Source: an optimization exercise on an open RTL-to-GDS flow (aim: small area). Production flows keep margins and buffers that such runs may drop.
The RTL was checked by simulation tests, not by an equivalence proof against the original design.
Power and IR drop assume default switching activity.

## flow/design.v

```verilog
module apb_master_slave #(
    parameter int MEM_DEPTH   = 64,
    parameter int WAIT_STATES = 0
) (
    input  logic        clk,
    input  logic        rst,
    input  logic        wr_en,
    input  logic        transfer,
    input  logic [31:0] address,
    input  logic [31:0] write_data,
    output logic [31:0] read_data,
    output logic        ready
);
    localparam int AW = $clog2(MEM_DEPTH);
    typedef enum logic [1:0] {
        ST_IDLE   = 2'd0,
        ST_SETUP  = 2'd1,
        ST_ACCESS = 2'd2
    } state_t;
    state_t         r_state;
    logic           r_psel;
    logic           r_penable;
    logic           r_pwrite;
    logic [31:0]    r_paddr;
    logic [31:0]    r_pwdata;
    logic [2:0]     r_wait_cnt;
    logic [31:0]    r_read_data;
    logic [31:0]    r_mem [MEM_DEPTH];
    logic           w_pready;
    logic           w_ready;
    logic [AW-1:0]  w_idx;
    logic           w_unused_paddr_hi;
    assign w_pready = (r_state == ST_ACCESS) && (r_wait_cnt == 3'd0);
    assign w_ready  = r_psel & r_penable & w_pready;
    assign w_idx             = r_paddr[AW-1:0];
    assign w_unused_paddr_hi = ^r_paddr[31:AW];
    assign read_data = r_read_data;
    assign ready     = w_ready;
    always_ff @(posedge clk or negedge rst) begin
        if (!rst) begin
            r_state     <= ST_IDLE;
            r_psel      <= 1'b0;
            r_penable   <= 1'b0;
            r_pwrite    <= 1'b0;
            r_paddr     <= '0;
            r_pwdata    <= '0;
            r_wait_cnt  <= '0;
            r_read_data <= '0;
            for (int i = 0; i < MEM_DEPTH; i++) begin
                r_mem[i] <= '0;
            end
        end else begin
            case (r_state)
                ST_IDLE: begin
                    r_psel    <= 1'b0;
                    r_penable <= 1'b0;
                    if (transfer) begin
                        r_state  <= ST_SETUP;
                        r_psel   <= 1'b1;
                        r_paddr  <= address;
                        r_pwdata <= write_data;
                        r_pwrite <= wr_en;
                    end
                end
                ST_SETUP: begin
                    r_state    <= ST_ACCESS;
                    r_psel     <= 1'b1;
                    r_penable  <= 1'b1;
                    r_wait_cnt <= 3'(WAIT_STATES);
                end
                ST_ACCESS: begin
                    if (w_pready) begin
                        if (r_pwrite) begin
                            r_mem[w_idx] <= r_pwdata;
                        end else begin
                            r_read_data <= r_mem[w_idx];
                        end
                        if (transfer) begin
                            r_state   <= ST_SETUP;
                            r_psel    <= 1'b1;
                            r_penable <= 1'b0;
                            r_paddr   <= address;
                            r_pwdata  <= write_data;
                            r_pwrite  <= wr_en;
                        end else begin
                            r_state   <= ST_IDLE;
                            r_psel    <= 1'b0;
                            r_penable <= 1'b0;
                        end
                    end else begin
                        r_wait_cnt <= r_wait_cnt - 3'd1;
                    end
                end
                default: begin
                    r_state   <= ST_IDLE;
                    r_psel    <= 1'b0;
                    r_penable <= 1'b0;
                end
            endcase
        end
    end
endmodule
```

## flow/run.sh

```bash
#!/bin/bash
# synth_recipe.tcl (not shown) runs the flow's synth.tcl, then flattens the netlist and writes it again
# the make line also repeats each setting of config.mk as NAME=value (left out here)
make -C /OpenROAD-flow-scripts/flow DESIGN_CONFIG=/design/flow/config.mk WORK_HOME=/design/flow/orfs CLKGATE_MAP_FILE= SYNTH_SCRIPT=/design/flow/synth_recipe.tcl finish
```

## flow/config.mk

```make
export PLATFORM = sky130hd
export DESIGN_NAME = apb_master_slave
export DESIGN_NICKNAME = apb_master_slave
export VERILOG_FILES = /design/flow/design.v
export SDC_FILE = /design/flow/constraint.sdc
export NUM_CORES = 4
export LEC_CHECK = 0
export CAP_MARGIN = 20
export CORE_MARGIN = 2
export CORE_UTILIZATION = 40
export SLEW_MARGIN = 20
```

## flow/constraint.sdc

```tcl
create_clock -name core_clock -period 5.0 [get_ports {clk}]
set_input_delay 1.0000 -clock core_clock [delete_from_list [all_inputs] [get_ports {clk}]]
set_output_delay 1.0000 -clock core_clock [all_outputs]
set_load 0.01 [all_outputs]
```

==> results of run 1 <==
## registers in the layout, summed over array words and instances, names as in the netlist
signal	cells
r_penable	1
r_wait_cnt	3
r_paddr	6
r_pwrite	1
r_read_data	32
r_pwdata	32
r_state	2
r_psel	1
r_mem	2048
## Yosys cell counts, types with 26 or more instances
cell / count
a2111oi_0: 62
clkbuf_1: 359
nor4_1: 62
nand4_1: 128
buf_2: 265
a22o_1: 53
nand3_1: 87
a21oi_1: 69
nor2_1: 33
dfrtp_1: 2126
o22ai_1: 54
buf_1: 37
and3_1: 200
mux2_1: 109
nand2_1: 76
a22oi_1: 722
buf_4: 32
mux2_2: 2030
and2_1: 26
## logic make-up (layout without fill, tap and decap cells)
| family | after synthesis | in the layout | share of synthesized area |
|---|---|---|---|
| other cells | 0 | 13 | 0 |
| flops | 2126 | 2126 | 0.573 |
| simple gates | 705 | 705 | 0.0477 |
| compound gates | 1047 | 1047 | 0.0844 |
| buf+inv | 709 | 844 | 0.0341 |
| mux | 2153 | 2153 | 0.261 |
| fa+ha+maj | 2 | 2 | 0.000269 |
## power breakdown
group	internal [mW]	switching (mW)
Sequential	18.7	1.38
Combinational	1.68	2.41
Clock	9.73	7.18
## stage by stage
stage | total power [mW] | area (µm²) | hold slack (ns) | cells
after floorplan | 22.0 | 92900 | 0.449 | 6742
after global placement | 24.1 | 98100 | 0.459 | 9495
after detailed placement | 24.3 | 98200 | 0.466 | 9499
after CTS | 41.0 | 106000 | 0.101 | 9900
after global routing | 42.3 | 106000 | 0.136 | 9904
final | 41.0 | 106000 | 0.116 | 9916
## cell usage in the layout, fill, tap and decap left out, types with 50 or more instances in the layout
master	synthesis	final
clkbuf_8	0	70
a21oi_1	69	69
a22oi_1	722	722
mux2_2	2030	2030
mux2_1	109	109
dfrtp_1	2126	2091
nor4_1	62	62
a2111oi_0	62	59
nand3_1	87	79
clkbuf_16	0	224
buf_4	32	308
and3_1	200	196
nand4_1	128	128
clkbuf_1	359	50
o22ai_1	54	54
a22o_1	53	53
clkdlybuf4s50_1	0	73
## final cells by class
type | count | area share
Clock inverter | 57 | 0.00677
Timing Repair Buffer | 434 | 0.0390
Inverter | 9 | 0.000319
Tap cell | 3026 | 0.0358
Multi-Input combinational cell | 3907 | 0.351
Antenna cell | 13 | 0.000307
Sequential cell | 2126 | 0.503
Clock buffer | 344 | 0.0638
## critical path, stage by stage, from the launching register on
cell,delay (ns)
dfrtp_1,1.05
buf_4,0.31
nand4bb_2,0.79
nor2_4,1.04
buf_4,0.41
a22oi_1,0.11
and4_1,0.19
nor4bb_1,0.13
buf_4,0.15
a21oi_1,0.12
## metal layers
layer / routed length [µm] / vias to the layer above / track usage
li1: - / 25100 / -
met1: 148000 / 34800 / 0.415
met2: 164000 / 4044 / 0.467
met5: 364 / - / 0
met4: 26200 / 24 / 0.191
met3: 42100 / 1198 / 0.0925
## how the worst min path moves through the flow
stage	startpoint	end	slack [ns]
6_report	rst	r_pwdata[11]	0.12
5_1_grt	rst	r_pwdata[11]	0.14
4_1_cts	rst	r_pwdata[11]	0.10
3_5_place_dp	r_mem[15][3]	r_mem[15][3]	0.47
3_3_place_gp	r_mem[15][8]	r_mem[15][8]	0.46
2_1_floorplan	r_mem[15][3]	r_mem[15][3]	0.45
==> qor.txt, run 1 <==
status - finished clean
syn_area_per_cell - 13.8 µm²
drt via density - 6.57
die area - 0.236 mm²
Syn Nets - 6812
multi-input logic area - 0.0371 mm²
die width - 486 µm
peak supply drop - 0.000396 V
Pwr per Cell Area - 388 mW/mm²
Post-DRT Antenna Nets - 0
Worst Tran Pin Value - 1.30 ns
Yosys cell types - 73
GPL Wtd Cong - 0.907
CP Max Fanout - 24
largest net degree at the start of global routing - 133
clock slew at reported path FFs - 0.06 ns
Critical path origin - r_paddr[1]
Final nets - 6771
Fin. Hold Viols - 0
reg2reg path depth - 9
postcts setup bufs - 0
Post-synth EDFFs - 0
Max Clk Rate - 0.226 GHz
TritonCTS Sinks - 2126
Synth top area share - 0.573
Period minus WS final - 4.42 ns
first-pass GRT wire length - 524000 µm
detailed-route DRC error count - 0
Synth Instances - 6742
CP endpoint - r_read_data[29]
post-synth top area cell - dfrtp_1
relative slew slack - 0.134
dominant synthesized flop cell - dfrtp_1
Core Area - 0.230 mm²
Crit path arrival time - 5.23 ns
Clk Latency, worst-skew pair - 0.91 ns
final worst slack - 0.581 ns
RSZ-0062 raised after global routing - false
I/O Buffers - 74
fin crit share - 0.884
DRT Pass-1 Iters - 6
Fill cells - 20.3k
CTS tree - yes
share of cells above drive strength 1 - 0.426
Worst Setup End Kind - flop
reg-to-reg slack, setup - 0.58 ns
sequential area share after synthesis - 0.573
CP required - 5.82 ns
CTS H-tree lvls - 4
Reg area - 0.0533 mm²
Async SR Flop Fraction - 1.00
overall routed net length - 380000 µm
Syn. warnings - 2
grt total ovfl - 0
worst min-delay path class - input pin to async pin
vias in the first global route - 64.2k
Final Setup Violations - 0
Max Root-Sink Buffers - 3
Place WS - 0.880 ns
CTS root buf - clkbuf_16
initial antenna violation count - 27
Slew Limit Fails - 0
final worst clock skew - 0.0570 ns
I/O pins - 101
std cell rows - 176
Worst R2R Start - r_paddr[1]
Static Leak - 51.8 nW
via count - 65.2k
synthesis-stage register bit count - 2126
# resized after CTS - 0
starting density of the core - 0.403
MaxCap Viol Count - 0
Die Y - 486 µm
area grow syn2layout - 13.9%
CP startpoint kind - flop
HPWL after detailed placement - 226000 µm
setup TNS - 0 ns
Global Route Usage Sum - 0.318
Layout Utilization - 0.459
Synth Cell Area - 0.0929 mm²
WL/cell - 38.4 µm
Hold-fix buffers, CTS - 0
top cells by area, synth - dfrtp_1, mux2_2, a22oi_1
DR iter-0 viols - 8576
RR Endpoint - r_read_data[29]
Num CTS Buffers - 223
WS Path Type - flop to flop
==> inputs of run 2 (changes only) <==
==> flow/design.v (replaced) <==
module apb_master_slave #(
    parameter int MEM_DEPTH   = 64,
    parameter int WAIT_STATES = 0
) (
    input  logic        clk,
    input  logic        rst,
    input  logic        wr_en,
    input  logic        transfer,
    input  logic [31:0] address,
    input  logic [31:0] write_data,
    output logic [31:0] read_data,
    output logic        ready
);
    localparam int AW = $clog2(MEM_DEPTH);
    localparam int NR = MEM_DEPTH / 2;       
    logic           r_setup;     
    logic           r_access;    
    logic           r_phase;     
    logic           r_write;     
    logic [AW-1:0]  r_idx;       
    logic [31:0]    r_wdata;     
    logic [31:0]    r_read_data;
    logic [32:0]    r_tap;       
    logic [31:0]    r_pos0 [NR];
    logic [31:0]    r_pos1 [NR];
    logic [NR-1:0]  r_v0;
    logic [NR-1:0]  r_v1;
    logic           w_ins;       
    logic [NR-1:0]  w_ring;      
    logic [32:0]    w_tap;       
    logic [32:0]    w_word;
    assign w_ins = r_write & (r_setup | r_access) & (r_idx[0] ^ r_phase);
    always_comb begin
        w_tap = '0;
        for (int r = 0; r < NR; r++) begin
            w_ring[r] = (r_idx[AW-1:1] == (AW-1)'(r));
            w_tap = w_tap | ({33{w_ring[r]}} & {r_v1[r], r_pos1[r]});
        end
    end
    assign w_word = (r_idx[0] ^ r_phase) ? w_tap : r_tap;
    assign read_data = r_read_data;
    assign ready     = r_access;
    always_ff @(posedge clk or negedge rst) begin
        if (!rst) begin
            r_setup     <= 1'b0;
            r_access    <= 1'b0;
            r_phase     <= 1'b0;
            r_read_data <= '0;
            r_v0        <= '0;
            r_v1        <= '0;
        end else begin
            r_setup  <= transfer & ~r_setup;
            r_access <= r_setup;
            r_phase  <= ~r_phase;
            if (r_access && !r_write) begin
                r_read_data <= w_word[32] ? w_word[31:0] : 32'd0;
            end
            r_v1 <= r_v0;
            r_v0 <= r_v1 | ({NR{w_ins}} & w_ring);
        end
    end
    always_ff @(posedge clk) begin
        if (!r_setup) begin
            r_write <= wr_en;
            r_idx   <= address[AW-1:0];
            r_wdata <= write_data;
        end
        r_tap <= w_tap;
        for (int r = 0; r < NR; r++) begin
            r_pos1[r] <= r_pos0[r];
            r_pos0[r] <= (w_ins && w_ring[r]) ? r_wdata : r_pos1[r];
        end
    end
endmodule
--- a/flow/config.mk
+++ b/flow/config.mk
@@ -8,4 +8,6 @@
 export CAP_MARGIN = 20
 export CORE_MARGIN = 2
-export CORE_UTILIZATION = 40
+export CORE_UTILIZATION = 60
+export CTS_BUF_LIST = sky130_fd_sc_hd__clkbuf_4
+export CTS_CLUSTER_SIZE = 20
 export SLEW_MARGIN = 20
==> qor.txt, run 2 <==
starting density of the core - 0.605 (was 0.403)
Crit path arrival time - 5.37 ns (was 5.23 ns)
grt total ovfl - 0 (unchanged)
synthesis-stage register bit count - 2219 (was 2126)
met1 GRT Util - 0.506 (was 0.415)
peak supply drop - 0.000281 V (was 0.000396 V)
Synth top area share - 0.632 (was 0.573)
final instance area - 0.0756 mm² (was 0.106 mm²)
CTS root buf - clkbuf_4 (was clkbuf_16)
Final Setup Violations - 0 (unchanged)
commonest cells in the netlist - dfxtp_1, mux2_2, a22oi_1, clkbuf_1, buf_2 (was dfrtp_1, mux2_2, a22oi_1, clkbuf_1, buf_2)
GRT Max-Usage Layer - met2 (unchanged)
commonest non-fill, non-tap cell in the layout - dfxtp_1 (was dfrtp_1)
min-delay src - write_data[22]
post-synth top area cell - dfxtp_1 (was dfrtp_1)
WL/cell - 30.0 µm (was 38.4 µm)
area of placed instances - 0.0686 mm² (was 0.0982 mm²)
Yosys cell types - 60 (was 73)
setup TNS - 0 ns (unchanged)
top cells by area, synth - dfxtp_1, mux2_2, a22oi_1 (was dfrtp_1, mux2_2, a22oi_1)
Async SR Flop Fraction - 0.0446 (was 1.00)
TritonCTS Sinks - 2219 (was 2126)
Slew Limit Fails - 0 (unchanged)
Hold Path Sink - r_wdata[22]
dominant synthesized flop cell - dfxtp_1 (was dfrtp_1)
Max Root-Sink Buffers - 4 (was 3)
Num CTS Buffers - 565 (was 223)
CP required - 6.16 ns (was 5.82 ns)
biggest regs - r_pos0: 1024 flops, r_pos1: 1024 flops, r_tap: 33 flops (was r_mem: 2048 flops, r_pwdata: 32 flops, r_read_data: 32 flops)
detailed-route DRC error count - 0 (unchanged)
MaxCap Viol Count - 0 (unchanged)
Fin. Hold Viols - 0 (unchanged)
clock slew at reported path FFs - 0.06 ns (about the same)
DR iter-0 viols - 3968 (was 8576)
area grow syn2layout - 14.7% (was 13.9%)
Syn. warnings - 3 (was 2)
Worst Hold Path Cells - 1
Worst Setup End Kind - flop (unchanged)
die area - 0.112 mm² (was 0.236 mm²)
Worst Tran Pin Value - 1.22 ns (was 1.30 ns)
Max Clk Rate - 0.237 GHz (was 0.226 GHz)
status - finished clean (unchanged)
CP startpoint kind - flop (unchanged)
HPWL after detailed placement - 116000 µm (was 226000 µm)
CTS tree - yes (unchanged)
Post-DRT Antenna Nets - 0 (unchanged)
largest net degree at the start of global routing - 54 (was 133)
via count - 41.0k (was 65.2k)
Synth Instances - 4658 (was 6742)
Worst R2R Start - r_idx[5] (was r_paddr[1])
worst min-delay path class - input pin to flop (was input pin to async pin)
Core Area - 0.109 mm² (was 0.230 mm²)
multi-input logic area - 0.0194 mm² (was 0.0371 mm²)
sequential area share after synthesis - 0.688 (was 0.573)
fin crit share - 0.843 (was 0.884)
RSZ-0062 raised after global routing - false (unchanged)
die width - 335 µm (was 486 µm)
I/O pins - 101 (unchanged)
initial antenna violation count - 8 (was 27)
reg2reg path depth - 9 (unchanged)
Static Leak - 32.1 nW (was 51.8 nW)
most numerous cell in the Yosys netlist - dfxtp_1 (was dfrtp_1)
DP Cell Count - 5963 (was 9499)
share of cells above drive strength 1 - 0.402 (was 0.426)
Die Y - 335 µm (was 486 µm)
overall routed net length - 207000 µm (was 380000 µm)
met3 GRT Util - 0.0819 (was 0.0925)
RR Endpoint - r_read_data[11] (was r_read_data[29])
final cell count without fillers - 6887 (was 9916)
CP Max Fanout - 18 (was 24)
Syn Nets - 4726 (was 6812)
Post-synth EDFFs - 39 (was 0)
std cell rows - 121 (was 176)
drt via density - 5.96 (was 6.57)
vias in the first global route - 40.8k (was 64.2k)
GPL Wtd Cong - 0.832 (was 0.907)
Period minus WS final - 4.21 ns (was 4.42 ns)
relative slew slack - 0.188 (was 0.134)
Clk Latency, worst-skew pair - 1.31 ns (was 0.91 ns)
Pwr per Cell Area - 474 mW/mm² (was 388 mW/mm²)
Final nets - 5195 (was 6771)
Fill cells - 7917 (was 20.3k)
final worst clock skew - 0.0976 ns (was 0.0570 ns)
first-pass GRT wire length - 291000 µm (was 524000 µm)
CTS H-tree lvls - 6 (was 4)
I/O Buffers - 74 (unchanged)
postcts setup bufs - 0 (unchanged)
DRT Pass-1 Iters - 6 (unchanged)
Reg area - 0.0453 mm² (was 0.0533 mm²)
Synth Cell Area - 0.0659 mm² (was 0.0929 mm²)
M2 GR Usage - 0.558 (was 0.467)
WS Path Type - flop to flop (unchanged)
Global Route Usage Sum - 0.364 (was 0.318)
most frequent cells in the layout - dfxtp_1, mux2_2, clkbuf_4, a22oi_1, buf_4 (was dfrtp_1, mux2_2, a22oi_1, buf_4, clkbuf_16)
reg-to-reg slack, setup - 0.79 ns (was 0.58 ns)
syn_area_per_cell - 14.1 µm² (was 13.8 µm²)
run 2: cell types whose count changed in the layout (fill, tap and decap cells not counted), moves of 57 or more:
cell	before	now
nor4_1	62	2
dfrtp_1	2091	99
clkbuf_16	224	0
mux2_1	109	0
clkbuf_4	0	810
clkbuf_8	70	0
buf_4	308	157
a22oi_1	722	349
mux2_2	2030	1027
and3_1	196	105
dfxtp_1	0	2081
clkinv_1	0	57
run 2: metrics by stage:
stage	hold slack [ns]	power, mW	utilization	setup WS (ns)
6_report	0.267	35.8	0.694	0.787
4_1_cts	0.153	35.9	0.692	0.947
3_3_place_gp	0.310	21.0	0.630	0.939
3_5_place_dp	0.312	21.1	0.630	0.968
5_1_grt	0.163	37.1	0.694	0.861
2_1_floorplan	0.310	20.4	-	2.64
run 2: cell families after synthesis:
kind of cell / share of synthesized area
AOI/OAI and AO/OA: 0.0612
xor gates and xnor gates: 0.000133
buffers and inverters: 0.0251
DFF: 0.688
muxes: 0.180
and+or+nand+nor: 0.0455
run 2: area by class of cell:
| cell class | count | share of cell area |
|---|---|---|
| Clock buffer | 810 | 0.0805 |
| Tap cell | 1414 | 0.0234 |
| Antenna cell | 8 | 0.000265 |
| Timing Repair Buffer | 249 | 0.0297 |
| Multi-Input combinational cell | 2080 | 0.256 |
| Inverter | 12 | 0.000596 |
| Clock inverter | 95 | 0.00956 |
| Sequential cell | 2219 | 0.600 |
run 2: worst max-delay path by stage:
stage / startpoint / endpoint / cells after the start / slack, ns
6_report: r_idx[5] / r_read_data[11] / 9 / 0.79
5_1_grt: r_idx[5] / r_read_data[11] / 9 / 0.86
4_1_cts: r_idx[1] / r_pos0[3][9] / 6 / 0.95
3_5_place_dp: r_idx[5] / r_read_data[8] / 9 / 0.97
3_3_place_gp: r_idx[5] / r_read_data[8] / 9 / 0.94
2_1_floorplan: r_idx[2] / r_read_data[16] / 9 / 2.64
run 2: timing repair:
action | in CTS | in global routing
hold buffers | 1 | 0
gates resized for setup | 0 | 0
hold endpoints to repair | 51 | 0
run 2: worst max-delay path, stage by stage (launching register included):
cell      delay, ns
edfxtp_1       0.58
buf_4          0.37
nand2b_1       0.65
nor2_4         0.33
buf_4          0.32
a22oi_1        0.27
nand4_1        0.23
or3_2          0.77
buf_12         0.29
a31o_2         0.23
run 2: power by group:
group	internal [mW]	leakage (nW)	switching, mW
logic	0.599	9.41	0.723
registers	18.9	18.6	0.559
clock network	8.01	4.07	6.97
run 2: per-layer routing:
| metal | routed length, µm | up-vias |
|---|---|---|
| li1 | - | 17900 |
| met1 | 91000 | 21000 |
| met2 | 93000 | 1845 |
| met3 | 16500 | 326 |
| met4 | 6080 | 0 |
| met5 | 0 | - |
==> inputs of run 3 (changes only) <==
--- a/flow/config.mk
+++ b/flow/config.mk
@@ -9,5 +9,5 @@
 export CORE_MARGIN = 2
 export CORE_UTILIZATION = 60
-export CTS_BUF_LIST = sky130_fd_sc_hd__clkbuf_4
-export CTS_CLUSTER_SIZE = 20
+export CTS_BUF_LIST = sky130_fd_sc_hd__clkbuf_8
+export CTS_CLUSTER_SIZE = 30
 export SLEW_MARGIN = 20
==> qor.txt, run 3 <==
sequential power share - 0.550 (was 0.544)
peak supply drop - 0.000320 V (was 0.000281 V)
DRT Pass-1 Iters - 6 (unchanged)
overall routed net length - 204000 µm (was 207000 µm)
drt via density - 6.04 (was 5.96)
CTS tree - yes (unchanged)
Static Leak - 32.0 nW (was 32.1 nW)
starting density of the core - 0.605 (unchanged)
first-pass GRT wire length - 286000 µm (was 291000 µm)
Post-synth EDFFs - 39 (unchanged)
Period minus WS final - 4.25 ns (was 4.21 ns)
synthesis-stage register bit count - 2219 (unchanged)
Final nets - 4969 (was 5195)
die width - 335 µm (unchanged)
via count - 39.7k (was 41.0k)
area grow syn2layout - 14.4% (was 14.7%)
CP required - 5.84 ns (was 6.16 ns)
Worst Tran Pin Value - 1.21 ns (was 1.22 ns)
most frequent cells in the layout - dfxtp_1, mux2_2, clkbuf_8, a22oi_1, buf_4 (was dfxtp_1, mux2_2, clkbuf_4, a22oi_1, buf_4)
WL/cell - 31.1 µm (was 30.0 µm)
Syn Nets - 4726 (unchanged)
syn_area_per_cell - 14.1 µm² (unchanged)
std cell rows - 121 (unchanged)
Clk Latency, worst-skew pair - 0.98 ns (was 1.31 ns)
Slew Limit Fails - 0 (unchanged)
WS Path Type - flop to flop (unchanged)
Synth Instances - 4658 (unchanged)
Synth top area share - 0.632 (unchanged)
Fin. Hold Viols - 0 (unchanged)
fin crit share - 0.850 (was 0.843)
I/O Buffers - 74 (unchanged)
sw frac - 0.227 (was 0.231)
TritonCTS Sinks - 2219 (unchanged)
CP Max Fanout - 18 (unchanged)
Yosys cell types - 60 (unchanged)
largest net degree at the start of global routing - 54 (unchanged)
Hold-fix buffers, CTS - 0 (was 1)
Final Setup Violations - 0 (unchanged)
vias in the first global route - 38.8k (was 40.8k)
worst min-delay path class - input pin to async pin (was input pin to flop)
CTS H-tree lvls - 5 (was 6)
grt total ovfl - 0 (unchanged)
detailed-route DRC error count - 0 (unchanged)
Comb pwr share - 0.037 (about the same)
Worst Setup End Kind - flop (unchanged)
dominant synthesized flop cell - dfxtp_1 (unchanged)
commonest cells in the netlist - dfxtp_1, mux2_2, a22oi_1, clkbuf_1, buf_2 (unchanged)
Syn. warnings - 3 (unchanged)
Synth Cell Area - 0.0659 mm² (unchanged)
commonest non-fill, non-tap cell in the layout - dfxtp_1 (unchanged)
Max Clk Rate - 0.235 GHz (was 0.237 GHz)
RSZ-0062 raised after global routing - false (unchanged)
Die Y - 335 µm (unchanged)
top cells by area, synth - dfxtp_1, mux2_2, a22oi_1 (unchanged)
Async SR Flop Fraction - 0.0446 (unchanged)
biggest regs - r_pos0: 1024 flops, r_pos1: 1024 flops, r_tap: 33 flops (unchanged)
Max Root-Sink Buffers - 4 (unchanged)
I/O pins - 101 (unchanged)
clock slew at reported path FFs - 0.06 ns (about the same)
GPL Wtd Cong - 0.832 (unchanged)
relative slew slack - 0.189 (was 0.188)
MaxCap Viol Count - 0 (unchanged)
# resized after CTS - 0 (unchanged)
sequential area share after synthesis - 0.688 (unchanged)
final worst clock skew - 0.0555 ns (was 0.0976 ns)
postcts setup bufs - 0 (unchanged)
Power Internal - 27.4 mW (was 27.5 mW)
Num CTS Buffers - 342 (was 565)
Psw - 8.03 mW (was 8.25 mW)
most numerous cell in the Yosys netlist - dfxtp_1 (unchanged)
status - finished clean (unchanged)
post-synth top area cell - dfxtp_1 (unchanged)
initial antenna violation count - 12 (was 8)
Global Route Usage Sum - 0.359 (was 0.364)
Crit path arrival time - 5.09 ns (was 5.37 ns)
Post-DRT Antenna Nets - 0 (unchanged)
CP startpoint kind - flop (unchanged)
Core Area - 0.109 mm² (unchanged)
Pwr per Cell Area - 470 mW/mm² (was 474 mW/mm²)
HPWL after detailed placement - 116000 µm (unchanged)
setup TNS - 0 ns (unchanged)
share of cells above drive strength 1 - 0.352 (was 0.402)
clock share of power - 0.413 (was 0.419)
CTS root buf - clkbuf_8 (was clkbuf_4)
DR iter-0 viols - 4188 (was 3968)
hold_ws - 0.167 ns (was 0.267 ns)
die area - 0.112 mm² (unchanged)
run 3: final timing paths:
path,depth (start not counted),to,from,slack (ns)
setup reg to reg,9,r_read_data[11],r_idx[5],0.75
min in group core_clock,0,r_pos1[18][5],r_pos0[18][5],0.30
hold reg to reg,0,r_pos1[18][5],r_pos0[18][5],0.30
max in group asynchronous,2,r_read_data[17],rst,3.79
hold / removal,1,r_read_data[5],rst,0.17
setup / recovery,9,r_read_data[11],r_idx[5],0.75
run 3: layout make-up:
cell class,instances,area (µm²)
tap,1414,1770
multi-input combinational,2080,19400
fill,7801,33500
timing repair buffer,246,2190
antenna,2,5.00
sequential,2219,45300
inverter,12,45.0
clock inverter,153,651
clock buffer,440,6060
run 3: power by group through the flow:
stage               Combinational, mW  Sequential, mW  Clock [mW]
global route                     1.35            19.6        15.6
detailed placement               1.24            19.9           0
global placement                 1.21            19.8           0
CTS                              1.25            19.5        14.7
floorplan                       0.854            19.6           0
finish                           1.30            19.5        14.6
run 3: metrics by stage:
stage / utilization / setup slack [ns] / cells / area (µm²) / power (mW)
final: 0.693 / 0.748 / 6566 / 75400 / 35.4
after global routing: 0.693 / 0.846 / 6565 / 75400 / 36.5
after CTS: 0.691 / 0.945 / 6556 / 75300 / 35.5
after detailed placement: 0.630 / 0.968 / 5963 / 68600 / 21.1
after global placement: 0.630 / 0.939 / 5962 / 68500 / 21.0
after floorplan: - / 2.64 / 4658 / 65900 / 20.4
run 3: logic make-up after synthesis:
group,Yosys count,share of synthesized area
buffers and inverters,359,0.0251
and+or+nand+nor,507,0.0455
DFF,2219,0.688
xor gates and xnor gates,1,0.000133
AOI/OAI and AO/OA,514,0.0612
muxes,1058,0.180
run 3: worst max-delay path, cell delays in order, from the launching register on:
cell and delay [ns]:
edfxtp_1 0.58, buf_4 0.38, nand2b_1 0.67, nor2_4 0.33, buf_4 0.33, a22oi_1 0.27, nand4_1 0.23, or3_2 0.77
buf_12 0.29, a31o_2 0.23
run 3: metal layers:
layer / global-route usage / vias up / routed length (µm)
met5: 0 / - / 12
met4: 0.135 / 2 / 7070
met3: 0.0590 / 379 / 14200
met2: 0.548 / 1678 / 91200
met1: 0.513 / 20400 / 91600
li1: - / 17200 / -
==> inputs of run 4 (changes only) <==
--- a/flow/config.mk
+++ b/flow/config.mk
@@ -8,6 +8,4 @@
 export CAP_MARGIN = 20
 export CORE_MARGIN = 2
-export CORE_UTILIZATION = 60
-export CTS_BUF_LIST = sky130_fd_sc_hd__clkbuf_8
-export CTS_CLUSTER_SIZE = 30
+export CORE_UTILIZATION = 40
 export SLEW_MARGIN = 20
==> qor.txt, run 4 <==
fin crit share - 0.871 (was 0.850)
# resized after CTS - 0 (unchanged)
reg2reg path depth - 8 (was 9)
largest net degree at the start of global routing - 100 (was 54)
WL/cell - 29.2 µm (was 31.1 µm)
worst min-delay path class - input pin to async pin (unchanged)
commonest cells in the netlist - dfxtp_1, mux2_2, a22oi_1, clkbuf_1, buf_2 (unchanged)
Worst Setup End Kind - flop (unchanged)
Period minus WS final - 4.35 ns (was 4.25 ns)
biggest regs - r_pos0: 1024 flops, r_pos1: 1024 flops, r_tap: 33 flops (unchanged)
initial antenna violation count - 13 (was 12)
Layout Utilization - 0.470 (was 0.693)
Static Leak - 31.5 nW (was 32.0 nW)
setup TNS - 0 ns (unchanged)
die area - 0.168 mm² (was 0.112 mm²)
Syn. warnings - 3 (unchanged)
Hold-fix buffers, CTS - 0 (unchanged)
Slew Limit Fails - 0 (unchanged)
MaxCap Viol Count - 0 (unchanged)
post-synth top area cell - dfxtp_1 (unchanged)
starting density of the core - 0.404 (was 0.605)
detailed-route DRC error count - 0 (unchanged)
CTS tree - yes (unchanged)
Synth Instances - 4658 (unchanged)
peak supply drop - 0.000377 V (was 0.000320 V)
relative slew slack - 0.215 (was 0.189)
Max Root-Sink Buffers - 3 (was 4)
CP startpoint kind - flop (unchanged)
Clk Latency, worst-skew pair - 0.84 ns (was 0.98 ns)
Yosys cell types - 60 (unchanged)
CP Max Fanout - 17 (was 18)
commonest non-fill, non-tap cell in the layout - dfxtp_1 (unchanged)
final worst clock skew - 0.0261 ns (was 0.0555 ns)
overall routed net length - 208000 µm (was 204000 µm)
clock slew at reported path FFs - 0.06 ns (about the same)
CP required - 5.77 ns (was 5.84 ns)
Post-DRT Antenna Nets - 0 (unchanged)
Die Y - 410 µm (was 335 µm)
share of cells above drive strength 1 - 0.339 (was 0.352)
Final Setup Violations - 0 (unchanged)
drt via density - 5.44 (was 6.04)
sequential area share after synthesis - 0.688 (unchanged)
Reg area - 0.0453 mm² (unchanged)
Global Route Usage Sum - 0.243 (was 0.359)
Core Area - 0.163 mm² (was 0.109 mm²)
grt total ovfl - 0 (unchanged)
Worst Tran Pin Value - 1.17 ns (was 1.21 ns)
DRT Pass-1 Iters - 5 (was 6)
most frequent cells in the layout - dfxtp_1, mux2_2, a22oi_1, clkbuf_16, buf_4 (was dfxtp_1, mux2_2, clkbuf_8, a22oi_1, buf_4)
most numerous cell in the Yosys netlist - dfxtp_1 (unchanged)
synthesis-stage register bit count - 2219 (unchanged)
Pwr per Cell Area - 481 mW/mm² (was 470 mW/mm²)
DR iter-0 viols - 3490 (was 4188)
I/O Buffers - 74 (unchanged)
syn_area_per_cell - 14.1 µm² (unchanged)
I/O pins - 101 (unchanged)
Syn Nets - 4726 (unchanged)
area grow syn2layout - 16.5% (was 14.4%)
die width - 410 µm (was 335 µm)
via count - 38.7k (was 39.7k)
Num CTS Buffers - 210 (was 342)
Fin. Hold Viols - 0 (unchanged)
postcts setup bufs - 0 (unchanged)
Post-synth EDFFs - 39 (unchanged)
Async SR Flop Fraction - 0.0446 (unchanged)
RSZ-0062 raised after global routing - false (unchanged)
Crit path arrival time - 5.12 ns (was 5.09 ns)
Synth Cell Area - 0.0659 mm² (unchanged)
dominant synthesized flop cell - dfxtp_1 (unchanged)
status - finished clean (unchanged)
std cell rows - 148 (was 121)
CTS root buf - clkbuf_16 (was clkbuf_8)
multi-input logic area - 0.0194 mm² (unchanged)
Final nets - 4833 (was 4969)
Fill cells - 14.2k (was 7801)
Max Clk Rate - 0.230 GHz (was 0.235 GHz)
GPL Wtd Cong - 0.812 (was 0.832)
TritonCTS Sinks - 2219 (unchanged)
top cells by area, synth - dfxtp_1, mux2_2, a22oi_1 (unchanged)
HPWL after detailed placement - 121000 µm (was 116000 µm)
WS Path Type - flop to flop (unchanged)
first-pass GRT wire length - 291000 µm (was 286000 µm)
CTS H-tree lvls - 4 (was 5)
Synth top area share - 0.632 (unchanged)
vias in the first global route - 38.3k (was 38.8k)
==> run 4: cell counts after synthesis <==
Identical to the previous run, type by type.
==> run 4: layout make-up <==
cell class | count | area share
multi-input combinational | 2080 | 0.252
clock inverter | 59 | 0.00747
clock buffer | 329 | 0.0843
tap | 2175 | 0.0355
sequential | 2219 | 0.591
timing repair buffer | 242 | 0.0292
antenna | 1 | 0.0000326
inverter | 12 | 0.000603
==> run 4: where the power goes <==
part	internal [mW]	total [mW]	switching [mW]
sequential	18.9	19.5	0.551
combinational	0.599	1.33	0.731
clock	9.24	16.1	6.84
total	28.8	36.9	8.12
==> run 4: cells by family (layout without fill, tap and decap cells) <==
family,count (synthesis),in the layout,synth area share
flops,2219,2219,0.688
mux,1058,1058,0.180
compound gates,514,514,0.0612
simple gates,507,507,0.0455
buf+inv,359,642,0.0251
xor+xnor,1,1,0.000133
other cells,0,1,0
==> run 4: path summary, 6_finish.rpt <==
| kind | start | end | slack [ns] |
|---|---|---|---|
| worst max-delay path | r_idx[2] | r_read_data[20] | 0.65 |
| worst min-delay path | rst | r_phase | 0.22 |
| worst max register to register | r_idx[2] | r_read_data[20] | 0.65 |
| worst min register to register | r_pos0[28][13] | r_pos1[28][13] | 0.31 |
| max in group asynchronous | rst | r_read_data[16] | 4.15 |
| min in group core_clock | r_pos0[28][13] | r_pos1[28][13] | 0.31 |
==> run 4: layer usage <==
metal / global-route usage / wire length (µm) / up-vias / share of wire
met5: 0 / 8 / - / 0.000039
met4: 0.0899 / 7750 / 2 / 0.037
met3: 0.0477 / 14500 / 378 / 0.070
met2: 0.374 / 92000 / 1430 / 0.44
met1: 0.337 / 93300 / 20000 / 0.45
li1: - / - / 16900 / -
==> run 4: critical path, cell delays in order, from the launching register on <==
cell	delay (ns)
edfxtp_1	0.64
buf_4	0.32
nand3b_1	0.64
nor2_4	1.00
a22oi_1	0.21
nand4_1	0.21
or3_2	0.75
buf_4	0.31
a31o_2	0.16
==> run 4: stage by stage <==
step	total power, mW	hold WS, ns	cells	instance area, µm²	worst slack (ns)
2_1_floorplan	20.4	0.310	4658	65900	2.64
3_3_place_gp	21.0	0.310	6713	69400	0.748
3_5_place_dp	21.1	0.312	6721	69600	0.762
4_1_cts	37.0	0.245	7109	76600	0.712
5_1_grt	38.0	0.256	7116	76700	0.588
6_report	36.9	0.221	7117	76700	0.646

==> re-timing with driven ports <==
No port has a modelled driver above. Below, the same layouts with a new extraction and two added sets of constraints.
Step 1 (the two cells are an assumption about what drives the block):
set clk [get_ports {clk}]
set_driving_cell -lib_cell sky130_fd_sc_hd__clkbuf_16 $clk
set_driving_cell -lib_cell sky130_fd_sc_hd__buf_2 [delete_from_list [all_inputs] $clk]
Step 2 moves the port delays by t, midway between the first and last clock arrival at a register: inputs arrive t later, outputs are due t later. That takes back most of the time a late clock gives input paths.
a / b / c = ideal / step 1 / step 2; a / b = the first two.
run | shift t [ns] | setup slack, ns | worst hold slack (ns) | worst setup path at the end | worst data-port slew with drivers (ns)
run 1 | 0.969 | 0.581 / 0.581 / 0.581 | 0.116 / 0.112 / 0.480 | register to register | 0.08
run 2 | 1.337 | 0.787 / 0.787 / 0.787 | 0.267 / 0.222 / 0.275 | register to register | 0.05
run 3 | 1.023 | 0.748 / 0.748 / 0.748 | 0.167 / 0.124 / 0.298 | register to register | 0.05
run 4 | 0.917 | 0.646 / 0.646 / 0.646 | 0.221 / 0.161 / 0.309 | register to register | 0.06
After both steps every run listed still meets setup and hold.
